This is an optimization exercise on Yosys and OpenROAD, whose aim is small area and a short achievable clock period, not a production implementation. Function was checked by simulation only, so behaviour that the tests miss may differ from the original. Power and IR drop assume default switching activity.

old:
==> flow/design.v <==
module stage1_top (
	input logic clk,
	input logic arst_n,
	input logic ins_new_en, ins_new_1_vld, ins_new_2_vld,
	input logic [4-1:0] ins_1_des, ins_1_s1, ins_1_s2,
	input logic [4-1:0] ins_1_op,
	input logic [4-1:0] ins_1_ime,
	input logic [4-1:0] ins_2_des, ins_2_s1, ins_2_s2,
	input logic [4-1:0] ins_2_op,
	input logic [4-1:0] ins_2_ime,
	input logic ins_back_1, ins_back_2, ins_back_3, ins_back_4,
	input logic [4-1:0] ins_back_1_des, ins_back_2_des, ins_back_3_des, ins_back_4_des,
	input logic flush_en,
	input logic [3-1:0] flush_id,
	input logic [16-1:0] flush_reg,
	output logic entry_full, entry_empty, branch_full,
	output logic out_1_vld,
	output logic [4-1:0] out_1_des, out_1_s1, out_1_s2,
	output logic [4-1:0] out_1_op,
	output logic [3-1:0] out_1_branch,
	output logic [4-1:0] out_1_ime,
	output logic out_2_vld,
	output logic [4-1:0] out_2_des, out_2_s1, out_2_s2,
	output logic [4-1:0] out_2_op,
	output logic [3-1:0] out_2_branch,
	output logic [4-1:0] out_2_ime,
	output logic out_3_vld,
	output logic [4-1:0] out_3_des, out_3_s1, out_3_s2,
	output logic [4-1:0] out_3_op,
	output logic [3-1:0] out_3_branch,
	output logic [4-1:0] out_3_ime,
	output logic out_4_vld,
	output logic [4-1:0] out_4_des, out_4_s1, out_4_s2,
	output logic [4-1:0] out_4_op,
	output logic [3-1:0] out_4_branch,
	output logic [4-1:0] out_4_ime
);
	localparam int EW = 4 + 3 * 4 + 4 + 3;
	logic [EW-1:0] m [8];       
	logic [7:0] st;             
	logic [3:0] pm;             
	logic [4:0] sa;             
	logic [9:0] sw;             
	logic [9:0] os;             
	logic [3:0] ov;             
	logic ef, ee, bf;           
	logic [3-1:0] tag_ctr;
	logic [16-1:0] busy;
	function automatic int widx(input int j, input int k);
		widx = (j == 0) ? k : (j == 1) ? 4 + k : (j == 2) ? 7 + k : 9;
	endfunction
	function automatic logic [4:0] therm4(input logic [3:0] b);
		therm4[0] = 1'b1;
		therm4[1] = |b;
		therm4[2] = (b[0] & b[1]) | (b[0] & b[2]) | (b[0] & b[3]) | (b[1] & b[2]) | (b[1] & b[3]) | (b[2] & b[3]);
		therm4[3] = (b[0] & b[1] & b[2]) | (b[0] & b[1] & b[3]) | (b[0] & b[2] & b[3]) | (b[1] & b[2] & b[3]);
		therm4[4] = &b;
	endfunction
	logic [4:0] sel [8];
	always_comb begin
		for (int j = 0; j < 8; j++)
			for (int k = 0; k <= 4; k++)
				sel[j][k] = (j + k >= 8) ? 1'b0 : (j + k >= 4) ? sa[k] : sw[widx(j, k) % 10];
	end
	logic [EW-1:0] l [8];
	logic [7:0] lv;             
	always_comb begin
		for (int j = 0; j < 8; j++) begin
			l[j] = '0;
			lv[j] = 1'b0;
			for (int k = 0; k <= 4; k++) begin
				if (j + k < 8 && sel[j][k]) begin
					l[j] = l[j] | m[j + k];
					lv[j] = lv[j] | st[j + k];
				end
			end
		end
	end
	logic [3:0] w_vld, elig, im, w_wr;
	logic [4-1:0] w_des [4], w_s1 [4], w_s2 [4];
	always_comb begin
		for (int k = 0; k < 4; k++) begin
			w_vld[k] = lv[k];
			{w_des[k], w_s1[k], w_s2[k]} = l[k][EW-4-1 -: 3 * 4];
			w_wr[k] = l[k][EW-1 -: 4] != 4'h0;
		end
	end
	always_comb begin
		for (int k = 0; k < 4; k++) begin
			elig[k] = w_vld[k] && !busy[w_s1[k]] && !busy[w_s2[k]] && !busy[w_des[k]];
			for (int j = 0; j < k; j++) begin
				if (w_vld[j] && w_wr[j] &&
				    (w_des[j] == w_s1[k] || w_des[j] == w_s2[k] || w_des[j] == w_des[k]))
					elig[k] = 1'b0;
			end
		end
	end
	assign im = flush_en ? '0 : elig;
	logic [16-1:0] busy_nxt;
	always_comb begin
		for (int r = 0; r < 16; r++) begin
			logic clr, set;
			clr = (ins_back_1 && ins_back_1_des == 4'(r)) || (ins_back_2 && ins_back_2_des == 4'(r)) ||
			      (ins_back_3 && ins_back_3_des == 4'(r)) || (ins_back_4 && ins_back_4_des == 4'(r)) ||
			      (flush_en && flush_reg[r]);
			set = 1'b0;
			for (int k = 0; k < 4; k++)
				set = set || (elig[k] && w_wr[k] && w_des[k] == 4'(r));
			busy_nxt[r] = (set && !flush_en) || (busy[r] && !clr);
		end
	end
	logic [4:0] pc [5];         
	logic [4:0] ne;             
	logic [4:0] sa_e, sa_nxt;
	logic [9:0] sw_e, os_e, sw_nxt, os_nxt;
	logic [3:0] ov_e, ov_nxt;
	always_comb begin
		pc[0] = 5'b00001;
		for (int i = 0; i < 4; i++)
			pc[i + 1] = elig[i] ? {pc[i][3:0], 1'b0} : pc[i];
		ne = therm4(elig);
		sa_e = ne & ~{1'b0, ne[4:1]};
		for (int j = 0; j < 4; j++)
			for (int k = 0; j + k < 4; k++) begin
				sw_e[widx(j, k)] = !elig[j + k] && pc[j + k][k];
				os_e[widx(k, j)] = elig[j + k] && pc[j + k][k];
			end
		ov_e = ne[4:1];
		sa_nxt = flush_en ? 5'b00001 : sa_e;
		sw_nxt = flush_en ? 10'b1010010001 : sw_e;
		os_nxt = flush_en ? 10'b0 : os_e;
		ov_nxt = flush_en ? 4'b0 : ov_e;
	end
	logic br_1, br_2, accept;
	logic [3-1:0] tag_inc1, tag_inc2;
	logic [EW-1:0] e_1, e_2;
	assign br_1 = ins_new_1_vld && ins_1_op == 4'hf;
	assign br_2 = ins_new_2_vld && ins_2_op == 4'hf;
	assign accept = ins_new_en && !flush_en && !ef && !((br_1 || br_2) && bf);
	assign tag_inc1 = {tag_ctr[2] ^ (tag_ctr[1] & tag_ctr[0]), tag_ctr[1] ^ tag_ctr[0], !tag_ctr[0]};
	assign tag_inc2 = {tag_ctr[2] ^ tag_ctr[1], !tag_ctr[1], tag_ctr[0]};
	assign e_1 = {ins_1_op, ins_1_des, ins_1_s1, ins_1_s2, ins_1_ime, tag_ctr};
	assign e_2 = {ins_2_op, ins_2_des, ins_2_s1, ins_2_s2, ins_2_ime, br_1 ? tag_inc1 : tag_ctr};
	logic [7:0] hit, keep;
	always_comb begin
		logic h;
		h = 1'b0;
		for (int j = 0; j < 8; j++) begin
			hit[j] = lv[j] && l[j][3-1:0] == flush_id;
			h = h || hit[j];
			keep[j] = lv[j] && !h;
		end
	end
	logic a1, a2, b1, b2;
	assign a1 = accept && (ins_new_1_vld || ins_new_2_vld);
	assign a2 = accept && ins_new_1_vld && ins_new_2_vld;
	assign b1 = accept && (br_1 || br_2);
	assign b2 = accept && br_1 && br_2;
	logic [7:0] st_nxt;
	logic [3-1:0] tag_nxt;
	logic [EW-1:0] m_nxt [8];
	always_comb begin
		for (int j = 0; j < 8; j++) begin
			if (lv[j])
				m_nxt[j] = l[j];
			else if ((j == 0 || lv[(j + 7) & 7]) && ins_new_1_vld)
				m_nxt[j] = e_1;
			else
				m_nxt[j] = e_2;
		end
		if (flush_en)
			st_nxt = keep;
		else if (a2)
			st_nxt = {lv[5:0], 2'b11};
		else if (a1)
			st_nxt = {lv[6:0], 1'b1};
		else
			st_nxt = lv;
		if (flush_en)
			tag_nxt = flush_id;
		else if (b2)
			tag_nxt = tag_inc2;
		else if (b1)
			tag_nxt = tag_inc1;
		else
			tag_nxt = tag_ctr;
	end
	logic [7:0] lbv;            
	logic [4:0] tx, ty, tz;     
	logic [8:0] p4;             
	logic bge2, bge3, bge4;
	logic ef_nxt, ee_nxt, bf_nxt;
	always_comb begin
		for (int j = 0; j < 8; j++)
			lbv[j] = lv[j] && l[j][EW-1 -: 4] == 4'hf;
		tx = therm4(lbv[7:4]);
		ty = therm4(lbv[3:0] & ~elig);
		tz = therm4(lbv[3:0]);
		bge2 = tx[2] | (tx[1] & ty[1]) | ty[2];
		bge3 = tx[3] | (tx[2] & ty[1]) | (tx[1] & ty[2]) | ty[3];
		bge4 = tx[4] | (tx[3] & ty[1]) | (tx[2] & ty[2]) | (tx[1] & ty[3]) | ty[4];
		p4 = '0;
		p4[4] = tz[4];
		p4[5] = tz[4] | (tz[3] & lbv[4]);
		p4[6] = p4[5] | (tz[2] & lbv[4] & lbv[5]) | (tz[3] & lbv[5]);
		for (int j = 7; j <= 8; j++) begin
			logic [4:0] tp;
			tp = therm4(lbv[7:4] & 4'((1 << (j - 4)) - 1));
			p4[j] = tz[4] | (tz[3] & tp[1]) | (tz[2] & tp[2]) | (tz[1] & tp[3]) | tp[4];
		end
		if (flush_en) begin
			ef_nxt = keep[6];
			ee_nxt = !keep[0];
			bf_nxt = p4[8] && !(|(hit & ~p4[7:0]));
		end else begin
			ef_nxt = (lv[7] && !ne[2]) || (lv[6] && !lv[7] && !ne[1]) ||
			         (lv[5] && !lv[6] && ((a1 && !ne[1]) || (a2 && !ne[2]))) ||
			         (lv[4] && !lv[5] && a2 && !ne[1]);
			ee_nxt = !a1 && !lv[4] && elig == lv[3:0];
			bf_nxt = bge4 || (b1 && bge3) || (b2 && bge2);
		end
	end
	always_ff @(posedge clk or negedge arst_n) begin
		if (!arst_n) begin
			st <= '0;
			ov <= '0;
			ef <= 1'b0;
			ee <= 1'b1;
			bf <= 1'b0;
			tag_ctr <= '0;
			busy <= '0;
		end else begin
			st <= st_nxt;
			ov <= ov_nxt;
			ef <= ef_nxt;
			ee <= ee_nxt;
			bf <= bf_nxt;
			tag_ctr <= tag_nxt;
			busy <= busy_nxt;
		end
	end
	always_ff @(posedge clk) begin
		pm <= im;
		sa <= sa_nxt;
		sw <= sw_nxt;
		os <= os_nxt;
		for (int j = 0; j < 8; j++)
			m[j] <= m_nxt[j];
	end
	assign entry_empty = ee;
	assign entry_full = ef;
	assign branch_full = bf;
	logic [EW-1:0] o [4];
	always_comb begin
		for (int k = 0; k < 4; k++) begin
			o[k] = '0;
			for (int i = k; i < 4; i++)
				if (os[widx(k, i - k)])
					o[k] = o[k] | m[i];
		end
	end
	assign {out_4_vld, out_3_vld, out_2_vld, out_1_vld} = ov;
	assign {out_1_op, out_1_des, out_1_s1, out_1_s2, out_1_ime, out_1_branch} = o[0];
	assign {out_2_op, out_2_des, out_2_s1, out_2_s2, out_2_ime, out_2_branch} = o[1];
	assign {out_3_op, out_3_des, out_3_s1, out_3_s2, out_3_ime, out_3_branch} = o[2];
	assign {out_4_op, out_4_des, out_4_s1, out_4_s2, out_4_ime, out_4_branch} = o[3];
endmodule
Settings: LEC_CHECK=0, CAP_MARGIN=20, CORE_MARGIN=2, CORE_UTILIZATION=25, PLACE_DENSITY=0.35, SLEW_MARGIN=20; clock period 22.0 ns.
standard.sh (not shown) runs the stock make flow with config.mk's settings and CLKGATE_MAP_FILE= SYNTH_SCRIPT=/design/flow/synth_recipe.tcl, a recipe that flattens the netlist after the stock synthesis.
==> flow/flow/run.sh <==
#!/bin/bash
# The standard layout with three changes: synthesis maps with an ABC script
# that recovers area (flow/abc_speed.script, in a copy of the ORFS scripts),
# the port buffers are buf_2 cells, and timing repair aims at a setup slack
# margin well above zero (the clock and constraints are the design's).
set -euo pipefail
here=$(pwd)
rm -rf "$here/scripts"
cp -r "$FLOW_HOME/scripts" "$here/scripts"
cp "$here/flow/abc_speed.script" "$here/scripts/abc_speed.script"
bash standard.sh SCRIPTS_DIR="$here/scripts" \
	BUFFER_PORTS_ARGS="-buffer_cell sky130_fd_sc_hd__buf_2" \
	SETUP_SLACK_MARGIN=15.5 > "$here/standard.log" 2>&1
==> flow/flow/abc_speed.script <==
&get -n; &st; &syn2; &dch; &nf -R 1000; &put; topo; stime -c
What new does differently from old at the input level:
--- a/flow/design.v
+++ b/flow/design.v
@@ -66,16 +66,16 @@
 	logic [7:0] lv;             
 	always_comb begin
 		for (int j = 0; j < 8; j++) begin
 			l[j] = '0;
 			lv[j] = 1'b0;
 			for (int k = 0; k <= 4; k++) begin
-				if (j + k < 8 && sel[j][k]) begin
+				if (j + k < 8 && sel[j][k] && (j == 7 || st[j + k]))
 					l[j] = l[j] | m[j + k];
+				if (j + k < 8 && sel[j][k])
 					lv[j] = lv[j] | st[j + k];
-				end
 			end
 		end
 	end
 	logic [3:0] w_vld, elig, im, w_wr;
 	logic [4-1:0] w_des [4], w_s1 [4], w_s2 [4];
 	always_comb begin
@@ -158,18 +158,26 @@
 	assign b2 = accept && br_1 && br_2;
 	logic [7:0] st_nxt;
 	logic [3-1:0] tag_nxt;
 	logic [EW-1:0] m_nxt [8];
 	always_comb begin
 		for (int j = 0; j < 8; j++) begin
-			if (lv[j])
+			if (j == 7) begin
+				if (lv[j])
+					m_nxt[j] = l[j];
+				else if (lv[j - 1] && ins_new_1_vld)
+					m_nxt[j] = e_1;
+				else
+					m_nxt[j] = e_2;
+			end else begin
 				m_nxt[j] = l[j];
-			else if ((j == 0 || lv[(j + 7) & 7]) && ins_new_1_vld)
-				m_nxt[j] = e_1;
-			else
-				m_nxt[j] = e_2;
+				if (!lv[j] && (j == 0 || lv[(j + 7) & 7]) && ins_new_1_vld)
+					m_nxt[j] = m_nxt[j] | e_1;
+				else if (!lv[j])
+					m_nxt[j] = m_nxt[j] | e_2;
+			end
 		end
 		if (flush_en)
 			st_nxt = keep;
 		else if (a2)
 			st_nxt = {lv[5:0], 2'b11};
 		else if (a1)
Results
- Adder and majority cell fraction of the synthesized area: old vs new — no meaningful difference
- Diff old -> new | sequential share of layout area | increase of 0.55 points
- new vs old: fraction of the mapped netlist area in compound gates down
- Compare old and new | final cell count lower: new
- There was hardly any difference in fraction of final layout cells sized beyond drive strength 1 between new and old.
- Taking old as the reference, in new leakage power total shows an increase of 0.00013 uW; proportion of power drawn by combinational gates shows a reduction of 8.6 points; global-route wire length before repair shows a reduction of about 1.2%; worst ir drop on vdd shows a reduction of 0.00042 mV; synthesized cell count shows a reduction of 56.
- [new] reported sequential group power rose about 0.6% relative to old
- new vs old: site row count down slightly
- new vs. old: overall power consumption lost about 14%; biggest cell delay along the critical path lost 0.30 ns.

## north
stage1_top, a different RTL version from the one above (not shown whole).
Size: ~2,100 cells after synthesis, roughly 180 I/O pins, about 16,000 µm² of cells after synthesis.
Settings: LEC_CHECK=0, CAP_MARGIN=20, CORE_MARGIN=2, CORE_UTILIZATION=25, PLACE_DENSITY=0.35, SLEW_MARGIN=20; clock period 22.0 ns.
==> flow/flow/abc_speed.script <==
&get -n; &st; &dch; &nf -R 1000; &dch; &nf -R 1000; &put; topo; stime -c
Scripts as last shown in full above: flow/flow/run.sh
The inputs of south differ from those of north as listed below.
--- a/flow/design.v
+++ b/flow/design.v
@@ -253,25 +253,23 @@
 		sw <= sw_nxt;
 		os <= os_nxt;
 		for (int j = 0; j < 8; j++)
 			m[j] <= m_nxt[j];
 	end
 	assign entry_empty = ee;
 	assign entry_full = ef;
 	assign branch_full = bf;
 	logic [EW-1:0] o [4];
 	always_comb begin
-		for (int k = 0; k < 2; k++) begin
+		for (int k = 0; k < 4; k++) begin
 			o[k] = '0;
 			for (int i = k; i < 4; i++)
 				if (os[widx(k, i - k)])
 					o[k] = o[k] | m[i];
 		end
-		o[2] = os[widx(2, 0)] ? m[2] : m[3];
-		o[3] = m[3];
 	end
 	assign {out_4_vld, out_3_vld, out_2_vld, out_1_vld} = ov;
 	assign {out_1_op, out_1_des, out_1_s1, out_1_s2, out_1_ime, out_1_branch} = o[0];
 	assign {out_2_op, out_2_des, out_2_s1, out_2_s2, out_2_ime, out_2_branch} = o[1];
 	assign {out_3_op, out_3_des, out_3_s1, out_3_s2, out_3_ime, out_3_branch} = o[2];
 	assign {out_4_op, out_4_des, out_4_s1, out_4_s2, out_4_ime, out_4_branch} = o[3];
 endmodule
--- outcome ---
- south vs north, internal reg-to-reg setup slack went down by 170 ps.
- Minimum setup slack in the final design on south is down relative to north.
- Against north as the reference, south delivers a higher wire length.
- south: done, clean on timing, DRC and antenna
- os[0]$_SDFF_PP0_ as the launching instance or port of the critical path was reported by south, and os[4]$_SDFF_PP0_ by north.
- Power consumption (lower): south
- south -> north: combinational power flat
- Against north, number of filler cells placed in the layout in south rose slightly.
- Number of instances in the placed design delta for south relative to north: 2.2% higher
- Taking north as the reference, in south combinational cell fraction of total power shows an increase of 1.0 points; synthesized area went up by 0.83%.

-- what the ideal ports hide --
How much do the figures lean on ideal ports? The routed layouts below were timed once more, with nothing changed but the port constraints.
Step 1 assumes that a clkbuf_16 drives the clock port and a buf_2 every other input.
Step 2 adds t to the input delays and takes it off the output delays; t is the mean of the earliest and latest rising clock arrival at the registers after step 1. Input paths then give back, and output paths get back, about the clock's delay inside the block.
Slacks: no drivers / after step 1 / after step 2; pairs: no drivers / after step 1.
run | t, ns | slack for setup (ns) | slew at the worst register clock pin (ns)
old | 0.611 | 15.436 / 15.376 / 15.107 | 0.07 / 0.07
new | 0.626 | 15.604 / 15.541 / 15.140 | 0.06 / 0.06
north | 0.613 | 15.528 / 15.459 / 15.134 | 0.06 / 0.06
south | 0.609 | 15.519 / 15.453 / 15.181 | 0.07 / 0.07
After both steps setup and hold are still met in every run listed. For new, which loses most, drivers alone change the setup slack by -0.063 ns; drivers and shift together by -0.464 ns.
